What follows belongs to an exercise in optimizing a design on an open flow for small area; a production flow would make more cautious choices.
In this exercise RTL edits were held to simulation tests only and were not proved equivalent to the original.
Power is estimated from default activity; no workload was simulated.

Design workloadClassifier, start of the top module:
module workloadClassifier (
    input  logic                  clk,
    input  logic                  reset,
    input  logic                  instructionValid,
    input  logic [6:0]            opcode,
    output logic [7:0]            computeToll,
    output logic [7:0]            memToll,
    output logic [7:0]            controlToll,
    output classifierPkg::formatT workloadFormat,
    output logic [3:0]            workloadConfidence,
    output logic [15:0]           classificationCount,
    output logic [7:0]            adaptationRate,
    output logic                  classificationValid
);
export LEC_CHECK = 0
export ABC_AREA = 1
export CAP_MARGIN = 20
export CORE_MARGIN = 2
export CORE_UTILIZATION = 60
export CTS_BUF_LIST = sky130_fd_sc_hd__clkbuf_16
export GPL_TIMING_DRIVEN = 0
export PLACE_DENSITY = 0.7
export SLEW_MARGIN = 20
create_clock -name core_clock -period 50.0 [get_ports {clk}]
standard.sh (not shown) runs the stock make flow with config.mk's settings and CLKGATE_MAP_FILE= SYNTH_SCRIPT=/design/flow/synth_recipe.tcl, a recipe that flattens the netlist after the stock synthesis.
==> flow/flow/run.sh <==
#!/bin/bash
# Own layout flow: the standard flow (standard.sh) with two changes, both for area:
#  - synthesis (flow/synth.tcl) is the standard flow's synthesis script with only the combinational
#    mapping changed: ABC runs flow/abc.script (amap area mapping, twice, without the delay-driven
#    buffering and upsizing) and no half/full-adder cells are extracted. Registers, their
#    names and cell types are those of the standard synthesis;
#  - the port buffers are buf_1 cells, and the buffers synthesis puts on output ports that
#    share a driver are removed at floorplan (REMOVE_ABC_BUFFERS), as the port buffers
#    that placement adds take their place;
#  - clock tree synthesis builds the tree from clkbuf_16 cells with sink clusters of up to 60
#    registers, and inserts no dummy loads.
# Each tool's log is under orfs/logs/; make's own output is in flow_make.log.
set -euo pipefail
export OWN_ABC_SCRIPT="$PWD/flow/abc.script"
bash standard.sh SYNTH_SCRIPT="$PWD/flow/synth.tcl" \
  BUFFER_PORTS_ARGS="-buffer_cell sky130_fd_sc_hd__buf_1" REMOVE_ABC_BUFFERS=1 \
  CTS_ARGS="-sink_clustering_enable -repair_clock_nets -buf_list sky130_fd_sc_hd__clkbuf_16 -sink_clustering_size 60 -sink_clustering_max_diameter 400 -dont_use_dummy_load" \
  finish > "$PWD/flow_make.log" 2>&1
==> flow/flow/abc.script <==
strash
dc2
dch
amap
strash
dch
amap
topo
==> flow/flow/synth.tcl <==
# The standard flow's synthesis script (synth_recipe.tcl) with two changes, both to the combinational
# logic only: ABC maps with flow/abc.script (area mapping without the delay-driven buffering
# and upsizing), and no half/full-adder cells are extracted (extract_fa does nothing).
# Every other pass, and so every register and its name, is the standard synthesis's.
proc synth {args} { yosys synth -nofsm -noshare {*}$args }
proc extract_fa {args} { }
proc abc {args} {
  set i [lsearch -exact $args -script]
  if { $i >= 0 } {
    set args [lreplace $args [expr { $i + 1 }] [expr { $i + 1 }] $::env(OWN_ABC_SCRIPT)]
  }
  yosys abc {*}$args
}
source $::env(SCRIPTS_DIR)/synth.tcl
# left out here: clear keep_hierarchy, flatten, clean up, hide names made inside functions, write 1_2_yosys.v
The starting point went through all stages and came out clean.
Next try:
==> flow/flow/run.sh (replaced) <==
#!/bin/bash
set -euo pipefail
export OWN_ABC_SCRIPT="$PWD/flow/abc.script"
bash standard.sh SYNTH_SCRIPT="$PWD/flow/synth.tcl" \
  BUFFER_PORTS_ARGS="-buffer_cell sky130_fd_sc_hd__buf_1" REMOVE_ABC_BUFFERS=1 SKIP_REPAIR_TIE_FANOUT=1 \
  CTS_ARGS="-sink_clustering_enable -repair_clock_nets -buf_list sky130_fd_sc_hd__clkbuf_8 -dont_use_dummy_load" \
  finish > "$PWD/flow_make.log" 2>&1
- CTS_BUF_LIST: sky130_fd_sc_hd__clkbuf_16 -> sky130_fd_sc_hd__clkbuf_8
Result:
- wire length fell by 0.87%
- first-iteration DRC count rose by 28%
- via count fell by about 2.5%
- power fell by 11%
Next try:
==> flow/flow/run.sh (replaced) <==
#!/bin/bash
# Own layout flow: the standard flow (standard.sh) with two changes, both for area:
#  - synthesis (flow/synth.tcl) is the standard flow's synthesis script with only the combinational
#    mapping changed: ABC runs flow/abc.script (amap area mapping, twice, without the delay-driven
#    buffering and upsizing) and no half/full-adder cells are extracted. Registers, their
#    names and cell types are those of the standard synthesis;
#  - the port buffers are buf_1 cells, and the buffers synthesis puts on output ports that
#    share a driver are removed at floorplan (REMOVE_ABC_BUFFERS), as the port buffers
#    that placement adds take their place.
# Each tool's log is under orfs/logs/; make's own output is in flow_make.log.
set -euo pipefail
export OWN_ABC_SCRIPT="$PWD/flow/abc.script"
bash standard.sh SYNTH_SCRIPT="$PWD/flow/synth.tcl" \
  BUFFER_PORTS_ARGS="-buffer_cell sky130_fd_sc_hd__buf_1" REMOVE_ABC_BUFFERS=1 finish > "$PWD/flow_make.log" 2>&1
Outcome:
- The new run finished with timing, DRC and antenna clean
- final cell count is higher slightly
- clock skew came out lower by 0.015 ns
- sequential share of layout area decreases by 0.16 points
- design area climbs slightly
- worst hold slack improves by 0.020 ns
- critical path depth is lower by 2
Next try:
==> flow/flow/run.sh (replaced) <==
#!/bin/bash
set -euo pipefail
export OWN_ABC_SCRIPT="$PWD/flow/abc.script"
bash standard.sh SYNTH_SCRIPT="$PWD/flow/synth.tcl" \
  BUFFER_PORTS_ARGS="-buffer_cell sky130_fd_sc_hd__buf_1" REMOVE_ABC_BUFFERS=1 \
  CTS_ARGS="-sink_clustering_enable -repair_clock_nets -buf_list sky130_fd_sc_hd__clkbuf_8 -dont_use_dummy_load" \
  finish > "$PWD/flow_make.log" 2>&1
Count of clock-buffer cells in the layout stays the same; routed wire length drops by 0.39%; area after synthesis is unchanged; die area does not change; combinational power is about the same; cell area falls by 0.47%; global-route usage hardly moves; power drops by 4.1%.
Next try:
==> flow/flow/run.sh (replaced) <==
#!/bin/bash
# Own layout flow: the standard flow (standard.sh) with two changes, both for area:
#  - synthesis (flow/synth.tcl) is the standard flow's synthesis script with only the combinational
#    mapping changed: ABC runs flow/abc.script (amap area mapping, twice, without the delay-driven
#    buffering and upsizing) and no half/full-adder cells are extracted. Registers, their
#    names and cell types are those of the standard synthesis;
#  - the port buffers are buf_1 cells.
# Each tool's log is under orfs/logs/; make's own output is in flow_make.log.
set -euo pipefail
export OWN_ABC_SCRIPT="$PWD/flow/abc.script"
bash standard.sh SYNTH_SCRIPT="$PWD/flow/synth.tcl" \
  BUFFER_PORTS_ARGS="-buffer_cell sky130_fd_sc_hd__buf_1" finish > "$PWD/flow_make.log" 2>&1
Result: The new run passed the timing, DRC and antenna checks; worst setup slack gains 0.0075 ns; final area rises by 1.6%; global-route usage went down by 0.58 points; utilization came out higher by 1.1 points; final cell count went up by 0.87%; worst hold slack got worse by 0.0085 ns; synthesized area does not change; clock-buffer cell count stays the same; critical path depth rose by 2; clock power is higher by 34%; synthesized cell count stays the same.

afterwards: timing with drivers on the ports:
The results above use ideal ports. As a check the final layouts listed here were re-extracted and re-timed, cells and wires unchanged. Step 1 (the two cells are an assumption about what drives the block):
set clk [get_ports {clk}]
set_driving_cell -lib_cell sky130_fd_sc_hd__clkbuf_16 $clk
set_driving_cell -lib_cell sky130_fd_sc_hd__buf_2 [delete_from_list [all_inputs] $clk]
Step 2 also shifts input and output timing later by t, the mid clock arrival at the registers, as if the neighbouring blocks saw the same clock. Three values: ideal, step 1, step 2; two values: the first two.
run	t (ns)	setup WS [ns]	hold slack, ns	clock arrival spread, ns
the first run	0.323	32.738 / 32.704 / 33.027	0.452 / 0.452 / 0.452	0.020 / 0.019
the second run	0.331	32.785 / 32.751 / 33.082	0.451 / 0.451 / 0.451	0.023 / 0.024
the third run	0.340	32.893 / 32.863 / 33.202	0.471 / 0.471 / 0.471	0.009 / 0.009
the fourth run	0.334	32.816 / 32.785 / 33.118	0.459 / 0.459 / 0.459	0.033 / 0.033
the fifth run	0.340	32.823 / 32.792 / 33.132	0.450 / 0.450 / 0.450	0.009 / 0.008
After both steps setup and hold are still met in every run listed.
